Source: an optimization exercise on an open RTL-to-GDS flow (aim: small area, a short achievable clock period and few clock cycles). Production flows keep margins and buffers that such runs may drop. The RTL was checked by simulation tests, not by an equivalence proof against the original design. Power and IR drop assume default switching activity.

## design.v

```verilog
`default_nettype none
module tlp_packer
(
    input  wire logic                                    clk_sys,
    input  wire logic                                    rst,
    input  wire logic [2*32-1:0]   rx_data,
    input  wire logic [2*4-1:0]              rx_keep,
    input  wire logic                                    rx_last,
    input  wire logic                                    rx_valid,
    output logic                                         rx_ready,
    output logic                                         pack_valid,
    output logic [(4*32 + 4 + 1)-1:0]               pack_beat,
    input  wire logic                                    pack_ready
);
    localparam int CNT_W = $clog2(4 + 1);
    logic [4*32-1:0]  stage_dw;
    logic [CNT_W-1:0]           dw_cnt;
    logic                       last_q;
    logic                       take;
    logic                       word_out;
    logic [CNT_W-1:0]           base;
    logic [CNT_W-1:0]           cnt_next;
    logic [4-1:0]   keepdw;
    assign rx_ready = pack_ready;
    assign take     = rx_valid && rx_ready;
    assign word_out = last_q || (dw_cnt > CNT_W'(2));
    assign base     = word_out ? '0 : dw_cnt;
    assign cnt_next = base + CNT_W'(1) + CNT_W'(rx_keep[32/8]);
    always_ff @(posedge clk_sys)
    begin
        if (rst)
        begin
            dw_cnt <= '0;
            last_q <= 1'b0;
        end
        else if (take)
        begin
            dw_cnt <= cnt_next;
            last_q <= rx_last;
        end
        else if (word_out)
        begin
            dw_cnt <= '0;
            last_q <= 1'b0;
        end
    end
    always_ff @(posedge clk_sys)
    begin
        if (take)
        begin
            stage_dw[base*32 +: 2*32] <= rx_data;
        end
    end
    assign keepdw = {dw_cnt > CNT_W'(3), dw_cnt > CNT_W'(2), dw_cnt > CNT_W'(1), 1'b1};
    assign pack_valid = word_out;
    assign pack_beat  = {stage_dw, keepdw, last_q};
endmodule
`default_nettype wire
`default_nettype none
module tlp_fifo
#(
    parameter int WIDTH = (4*32 + 4 + 1)
)
(
    input  wire logic               clk_sys,
    input  wire logic               rst,
    input  wire logic               wr_valid,
    input  wire logic [WIDTH-1:0]   wr_beat,
    output logic                    wr_ready,
    output logic                    rd_valid,
    output logic [WIDTH-1:0]        rd_beat,
    input  wire logic               rd_ready
);
    localparam int DEPTH = 8;
    localparam int PTR_W = $clog2(DEPTH);
    localparam int CNT_W = $clog2(DEPTH + 1);
    logic [WIDTH-1:0]   mem [DEPTH];
    logic [PTR_W-1:0]   wr_ptr;
    logic [PTR_W-1:0]   rd_ptr;
    logic [CNT_W-1:0]   fill;
    logic               do_wr;
    logic               do_rd;
    assign do_wr = wr_valid;
    assign do_rd = rd_valid && rd_ready;
    assign wr_ready = fill <= CNT_W'(DEPTH - 2);
    assign rd_valid = fill != '0;
    assign rd_beat  = mem[rd_ptr];
    always_ff @(posedge clk_sys)
    begin
        if (do_wr)
        begin
            mem[wr_ptr] <= wr_beat;
        end
    end
    always_ff @(posedge clk_sys)
    begin
        if (rst)
        begin
            wr_ptr <= '0;
            rd_ptr <= '0;
            fill   <= '0;
        end
        else
        begin
            if (do_wr)
                wr_ptr <= (wr_ptr == PTR_W'(DEPTH - 1)) ? '0 : wr_ptr + 1'b1;
            if (do_rd)
                rd_ptr <= (rd_ptr == PTR_W'(DEPTH - 1)) ? '0 : rd_ptr + 1'b1;
            case ({do_wr, do_rd})
                2'b10:   fill <= fill + 1'b1;
                2'b01:   fill <= fill - 1'b1;
                default: fill <= fill;
            endcase
        end
    end
endmodule
`default_nettype wire
`default_nettype none
module tlp_unpacker
(
    input  wire logic                                    clk_sys,
    input  wire logic                                    rst,
    input  wire logic                                    wide_valid,
    input  wire logic [(4*32 + 4 + 1)-1:0]          wide_beat,
    output logic                                         wide_ready,
    output logic [2*32-1:0]        tx_data,
    output logic [2*4-1:0]                   tx_keep,
    output logic                                         tx_last,
    output logic                                         tx_valid,
    input  wire logic                                    tx_ready
);
    localparam int BEAT_BITS = 2*32;
    logic [4*32-1:0] w_data;
    logic [4-1:0]   w_keepdw;
    logic                       w_last;
    logic [BEAT_BITS-1:0]       hi_data;
    logic                       hi_two;
    logic                       hi_last;
    logic                       hi_pend;
    logic                       two_dw;
    logic                       wide_take;
    assign {w_data, w_keepdw, w_last} = wide_beat;
    assign wide_ready = tx_ready && !hi_pend;
    assign wide_take  = wide_valid && wide_ready;
    assign two_dw   = hi_pend ? hi_two : w_keepdw[1];
    assign tx_valid = hi_pend || wide_valid;
    assign tx_data  = hi_pend ? hi_data : w_data[BEAT_BITS-1:0];
    assign tx_keep  = two_dw ? 8'hff : 8'h0f;
    assign tx_last  = hi_pend ? hi_last : (w_last && !w_keepdw[2]);
    always_ff @(posedge clk_sys)
    begin
        if (rst)
        begin
            hi_pend <= 1'b0;
        end
        else if (wide_take)
        begin
            hi_pend <= w_keepdw[2];
        end
        else if (hi_pend && tx_ready)
        begin
            hi_pend <= 1'b0;
        end
    end
    always_ff @(posedge clk_sys)
    begin
        if (wide_take)
        begin
            hi_data <= w_data[2*BEAT_BITS-1:BEAT_BITS];
            hi_two  <= w_keepdw[3];
            hi_last <= w_last;
        end
    end
endmodule
`default_nettype wire
`default_nettype none
module intx_pacer (
    input  wire logic   clk_sys,
    input  wire logic   rst,
    input  wire logic   int_rdy,
    output logic        int_assert
);
    localparam logic [31:0] LFSR_TAPS = 32'h0000_00ae;
    localparam int          HOLD_W    = $clog2(64 + 1);
    typedef enum logic [1:0] {
        ST_REQ,
        ST_DRAW,
        ST_HOLD
    } state_t;
    state_t             state;
    logic [31:0]        lfsr;
    logic [31:0]        lfsr_next;
    logic [HOLD_W-1:0]  hold_cnt;
    logic               int_q;
    assign lfsr_next  = {lfsr[30:0], lfsr[31]} ^ (lfsr[31] ? LFSR_TAPS : 32'h0);
    assign int_assert = int_q;
    always_ff @(posedge clk_sys)
    begin
        if (rst)
            lfsr <= 32'h097d_7840;
        else if (state == ST_DRAW)
            lfsr <= lfsr_next;
    end
    always_ff @(posedge clk_sys)
    begin
        if (rst)
        begin
            state    <= ST_REQ;
            int_q    <= 1'b0;
            hold_cnt <= '0;
        end
        else
        begin
            case (state)
                ST_REQ:
                begin
                    int_q <= 1'b1;
                    if (int_q && int_rdy)
                    begin
                        int_q <= 1'b0;
                        state <= ST_DRAW;
                    end
                end
                ST_DRAW:
                begin
                    if (lfsr > 32'h6000_0000)
                    begin
                        hold_cnt <= '0;
                        state    <= ST_HOLD;
                    end
                end
                ST_HOLD:
                begin
                    if (hold_cnt == HOLD_W'(64 - 1))
                    begin
                        int_q <= 1'b1;
                        state <= ST_REQ;
                    end
                    else
                    begin
                        hold_cnt <= hold_cnt + 1'b1;
                    end
                end
                default:
                begin
                    state <= ST_REQ;
                end
            endcase
        end
    end
endmodule
`default_nettype wire
`default_nettype none
module pcie_tlp_bridge
(
    input  wire logic                                    clk_sys,
    input  wire logic                                    rst,
    input  wire logic [2*32-1:0]   rx_data,
    input  wire logic [2*4-1:0]              rx_keep,
    input  wire logic                                    rx_last,
    input  wire logic                                    rx_valid,
    output logic                                         rx_ready,
    output logic [2*32-1:0]        tx_data,
    output logic [2*4-1:0]                   tx_keep,
    output logic                                         tx_last,
    output logic                                         tx_valid,
    input  wire logic                                    tx_ready,
    input  wire logic                                    int_rdy,
    output logic                                         int_assert
);
    logic                               pack_valid;
    logic [(4*32 + 4 + 1)-1:0]     pack_beat;
    logic                               pack_ready;
    logic                               wide_valid;
    logic [(4*32 + 4 + 1)-1:0]     wide_beat;
    logic                               wide_ready;
    tlp_packer i_tlp_packer (
        .clk_sys    ( clk_sys           ),
        .rst        ( rst               ),
        .rx_data    ( rx_data           ),
        .rx_keep    ( rx_keep           ),
        .rx_last    ( rx_last           ),
        .rx_valid   ( rx_valid          ),
        .rx_ready   ( rx_ready          ),
        .pack_valid ( pack_valid        ),
        .pack_beat  ( pack_beat         ),
        .pack_ready ( pack_ready        )
    );
    tlp_fifo i_tlp_fifo (
        .clk_sys    ( clk_sys           ),
        .rst        ( rst               ),
        .wr_valid   ( pack_valid        ),
        .wr_beat    ( pack_beat         ),
        .wr_ready   ( pack_ready        ),
        .rd_valid   ( wide_valid        ),
        .rd_beat    ( wide_beat         ),
        .rd_ready   ( wide_ready        )
    );
    tlp_unpacker i_tlp_unpacker (
        .clk_sys    ( clk_sys           ),
        .rst        ( rst               ),
        .wide_valid ( wide_valid        ),
        .wide_beat  ( wide_beat         ),
        .wide_ready ( wide_ready        ),
        .tx_data    ( tx_data           ),
        .tx_keep    ( tx_keep           ),
        .tx_last    ( tx_last           ),
        .tx_valid   ( tx_valid          ),
        .tx_ready   ( tx_ready          )
    );
    intx_pacer i_intx_pacer (
        .clk_sys    ( clk_sys           ),
        .rst        ( rst               ),
        .int_rdy    ( int_rdy           ),
        .int_assert ( int_assert        )
    );
endmodule
`default_nettype wire
```

## constraint.sdc

```tcl
create_clock -name core_clock -period 5.0 [get_ports {clk_sys}]
set_input_delay 1.0000 -clock core_clock [delete_from_list [all_inputs] [get_ports {clk_sys}]]
set_output_delay 1.0000 -clock core_clock [all_outputs]
set_load 0.01 [all_outputs]
```

## run.sh

```bash
#!/bin/bash
# synth_recipe.tcl (not shown) runs the flow's synth.tcl, then flattens the netlist and writes it again
# the make line also repeats each setting of config.mk as NAME=value (left out here)
make -C /OpenROAD-flow-scripts/flow DESIGN_CONFIG=/design/flow/config.mk WORK_HOME=/design/flow/orfs CLKGATE_MAP_FILE= SYNTH_SCRIPT=/design/flow/synth_recipe.tcl finish
```

## config.mk

```make
export PLATFORM = sky130hd
export DESIGN_NAME = pcie_tlp_bridge
export DESIGN_NICKNAME = pcie_tlp_bridge
export VERILOG_FILES = /design/flow/design.v
export SDC_FILE = /design/flow/constraint.sdc
export NUM_CORES = 4
export LEC_CHECK = 0
export CAP_MARGIN = 20
export CORE_MARGIN = 2
export CORE_UTILIZATION = 40
export SLEW_MARGIN = 20
```

==> out/metrics.yaml <==
floorplan:
  rows: 131
  fp.dieW_um: 362
  ioPinCount: 154
  placeableCoreArea_um2: 128000
  die-height_um: 362
  start_util_pct: 40.2
  dieArea_um2: 131000
layout:
  final_nets: 2857
  area_growth_pct: 15.3
  drive_gt1_share_pct: 19.2
clock_network:
  ctsRootBufferMaster: "clkbuf_16"
  cts.sinks: 1310
  cts.clk_slew.worst_paths_ns: 0.06
  htree_levels: 4
  clock_latency_ns: 0.72
  cts_resized: 0
  clock_path_buffers: 3
  cts_buffers: 133
  cts_setup_buffers: 0
  postCtsHoldBufs: 0
  cts_tree: "done"
logic_synthesis:
  syn_inst: 2553
  synth_seq_cells: 1310
  synth_common_cells: "edfxtp_1, nand2_1, mux4_2, o21ai_0, mux2i_1"
  syn-cell-area_um2: 51300
  synth_top_area_cell: "edfxtp_1"
  synth_top_area_share_pct: 73.1
  synth_area_leaders: "edfxtp_1, mux4_2, mux4_1"
  yosysMostFrequentCell: "edfxtp_1"
  synth.avg_cell_area_um2: 20.1
  synth_cell_types: 54
  synthFlopType: "edfxtp_1"
  async_reset_ff_share_pct: 0
  yosys_warnings: 4
  synth_edf_count: 1250
  yosysSeqAreaShare_pct: 75.5
place:
  dp_slack_ns: 1.30
  numPortBuffers: 142
  gp_congestion: 0.793
  hpwl_mm: 66.9
worst_setup_path:
  reg2reg_depth: 11
  critPathKind: "flop to primary output"
  r2r_end: "i_tlp_packer.stage_dw[85]"
  arrival_ns: 3.44
  cp-endpoint: "tx_data[63]"
  timing.rr.start: "i_tlp_packer.last_q"
  critPathSlowestCell: "clkdlybuf4s50_1"
  cp.required_ns: 4.00
  worstPathCellList: "buf_12 -> buf_4 -> mux4_2 -> mux2i_1 -> o21ai_0 -> clkdlybuf4s50_1"
  regToRegSetupSlack_ns: 1.63
  worstPathMaxFanout: 36
  critPathLaunchType: "flop"
  end_kind: "primary output"
  critPathMaxStageDelay_ns: 0.66
route:
  wl_mm: 116
  first_pass_iters: 5
  num_vias: 25208
  route.detailed.drc: 0
  wl_per_cell_um: 25.7
  ant_nets: 0
  drt_iter0_markers: 2395
  avgViaCountPerCell: 5.56
power_and_ir_drop:
  power.density_nw_per_um2: 476
  p_leak_nw: 18.4
  ir_worst_vdd_mv: 0.334
global_routing:
  groute.usage.overall_pct: 17.7
  grt_first_pass_wirelength_mm: 171
  grt_overflow_total: 0
  antenna_found_initial: 17
  first_global_vias: 26188
  grt_max_degree: 105
sta:
  slew_headroom_pct: 27.5
  rsz0062_at_grt: "no"
  hold_viol_final: 0
  final.period_utilization_pct: 88.8
  worst_slack_ns: 0.559
  period_needed_ns: 4.44
  fmax_mhz: 225
  fin_setup_tns_ns: 0
  tightest_slew_ns: 1.09
  setup_viol: 0
  maxSlewViolCount: 0
  finClkSkew_ns: 0.0260
job:
  maxCapViolations: 0
status:
  status: "timing/DRC/antenna clean"
min_path:
  hold_class: "flop to flop"
==> placed cells by master, fill, tap and decap left out, types with 26 or more instances in the layout <==
| cell | n |
|---|---|
| clkbuf_16 | 139 |
| a22o_1 | 34 |
| nand2_1 | 211 |
| mux4_1 | 74 |
| mux2i_1 | 116 |
| mux2_2 | 68 |
| buf_4 | 50 |
| dfxtp_1 | 52 |
| o21ai_0 | 133 |
| buf_12 | 26 |
| clkbuf_1 | 37 |
| a22oi_1 | 65 |
| edfxtp_1 | 1250 |
| mux4_2 | 190 |
| clkdlybuf4s50_1 | 141 |
| nor2_1 | 41 |
==> flip-flops by register name, summed over array words and instances (netlist names), named ones only <==
| register | flops |
|---|---|
| i_tlp_fifo.fill | 4 |
| i_tlp_packer.last_q | 1 |
| i_tlp_packer.stage_dw | 128 |
| i_tlp_unpacker.hi_data | 64 |
| i_intx_pacer.lfsr | 32 |
| i_intx_pacer.state | 2 |
| i_tlp_unpacker.hi_pend | 1 |
| i_tlp_fifo.mem | 1056 |
| i_intx_pacer.int_q | 1 |
| i_intx_pacer.hold_cnt | 7 |
| i_tlp_fifo.wr_ptr | 3 |
| i_tlp_unpacker.hi_last | 1 |
| i_tlp_packer.dw_cnt | 3 |
| i_tlp_unpacker.hi_two | 1 |
| i_tlp_fifo.rd_ptr | 3 |
==> critical path, delay by kind of cell, from the launching register on <==
kind / cells / cell delay (ns)
compound gates: 1 / 0.51
flops: 1 / 0.55
mux: 2 / 0.32
buf+inv: 3 / 1.30
==> how the worst min path moves through the flow <==
stage | cells after the start | end | slack, ns | from
CTS | 2 | i_intx_pacer.hold_cnt[6] | 0.46 | i_intx_pacer.hold_cnt[6]
detailed placement | 2 | i_intx_pacer.hold_cnt[6] | 0.45 | i_intx_pacer.hold_cnt[6]
finish | 2 | i_intx_pacer.hold_cnt[6] | 0.46 | i_intx_pacer.hold_cnt[6]
floorplan | 2 | i_intx_pacer.hold_cnt[6] | 0.42 | i_intx_pacer.hold_cnt[6]
global placement | 2 | i_intx_pacer.hold_cnt[6] | 0.43 | i_intx_pacer.hold_cnt[6]
global route | 2 | i_intx_pacer.hold_cnt[6] | 0.48 | i_intx_pacer.hold_cnt[6]
==> metrics by stage <==
step / cell area (um^2) / power [mW] / hold slack, ns / std cells / util, %
after CTS: 59200 / 28.5 / 0.459 / 4525 / 46.4
final: 59200 / 28.2 / 0.460 / 4532 / 46.4
after global placement: 55000 / 18.9 / 0.432 / 4287 / 43.1
after floorplan: 51400 / 17.2 / 0.422 / 2557 / -
after global routing: 59200 / 29.3 / 0.476 / 4525 / 46.4
after detailed placement: 55000 / 19.1 / 0.446 / 4287 / 43.1
==> routing by layer <==
| layer | up-vias | track usage, % | wire length, um |
|---|---|---|---|
| li1 | 10866 | - | - |
| met1 | 13379 | 23.3 | 48000 |
| met2 | 772 | 29.8 | 58100 |
| met3 | 169 | 4.26 | 8410 |
| met4 | 22 | 3.91 | 1790 |
| met5 | - | 0 | 103 |
==> logic make-up after synthesis <==
group	Yosys count	synth area share, %
other cells	1	0.00731
compound gates	284	3.56
mux	448	15.9
fa+ha+maj	19	0.478
simple gates	319	2.70
buf+inv	164	1.76
flops	1310	75.5
xor+xnor	8	0.137
==> power by group <==
| group | switching (mW) | leakage [nW] | internal (mW) | total, mW |
|---|---|---|---|---|
| logic | 2.24 | 4.52 | 2.32 | 4.56 |
| registers | 0.806 | 11.9 | 13.3 | 14.1 |
| clock network | 4.01 | 2.03 | 5.47 | 9.48 |
==> final cells by class <==
| class | instances | area [um^2] |
|---|---|---|
| flip-flops and latches | 1310 | 38800 |
| clock buffers | 176 | 3620 |
| fillers | 10614 | 68300 |
| repair buffers | 218 | 2310 |
| clock inverters | 62 | 541 |
| well taps | 1662 | 2080 |
| diodes | 7 | 17.5 |
| inverters | 14 | 57.6 |
| multi-input cells | 1083 | 11800 |
Testbench counts, summed over its fixed seeds: cycles 26,116.

## afterwards: timing with drivers on the ports
The flow's constraints put no driver on any port. The routed layout listed below was extracted and timed again, unchanged, in two steps. Step 1 sets driving cells, clkbuf_16 on the clock port and buf_2 on the other inputs (assumed; they add their load-dependent delay and slew). Step 2 times the ports against the registers' clock, not the clock port: input delays grow and output delays shrink by t, the midpoint of the rising clock arrivals with the driver on. a / b / c = ideal ports / drivers / drivers and shift; a / b = the first two.
shift t [ns]: 0.778
slack for setup (ns): 0.559 / 0.488 / 1.267
worst slew at a driven data input, ns: 0.21
After both steps setup and hold are still met in this run. The setup slack of this run moves by -0.071 ns with the drivers and by +0.708 ns with both steps.
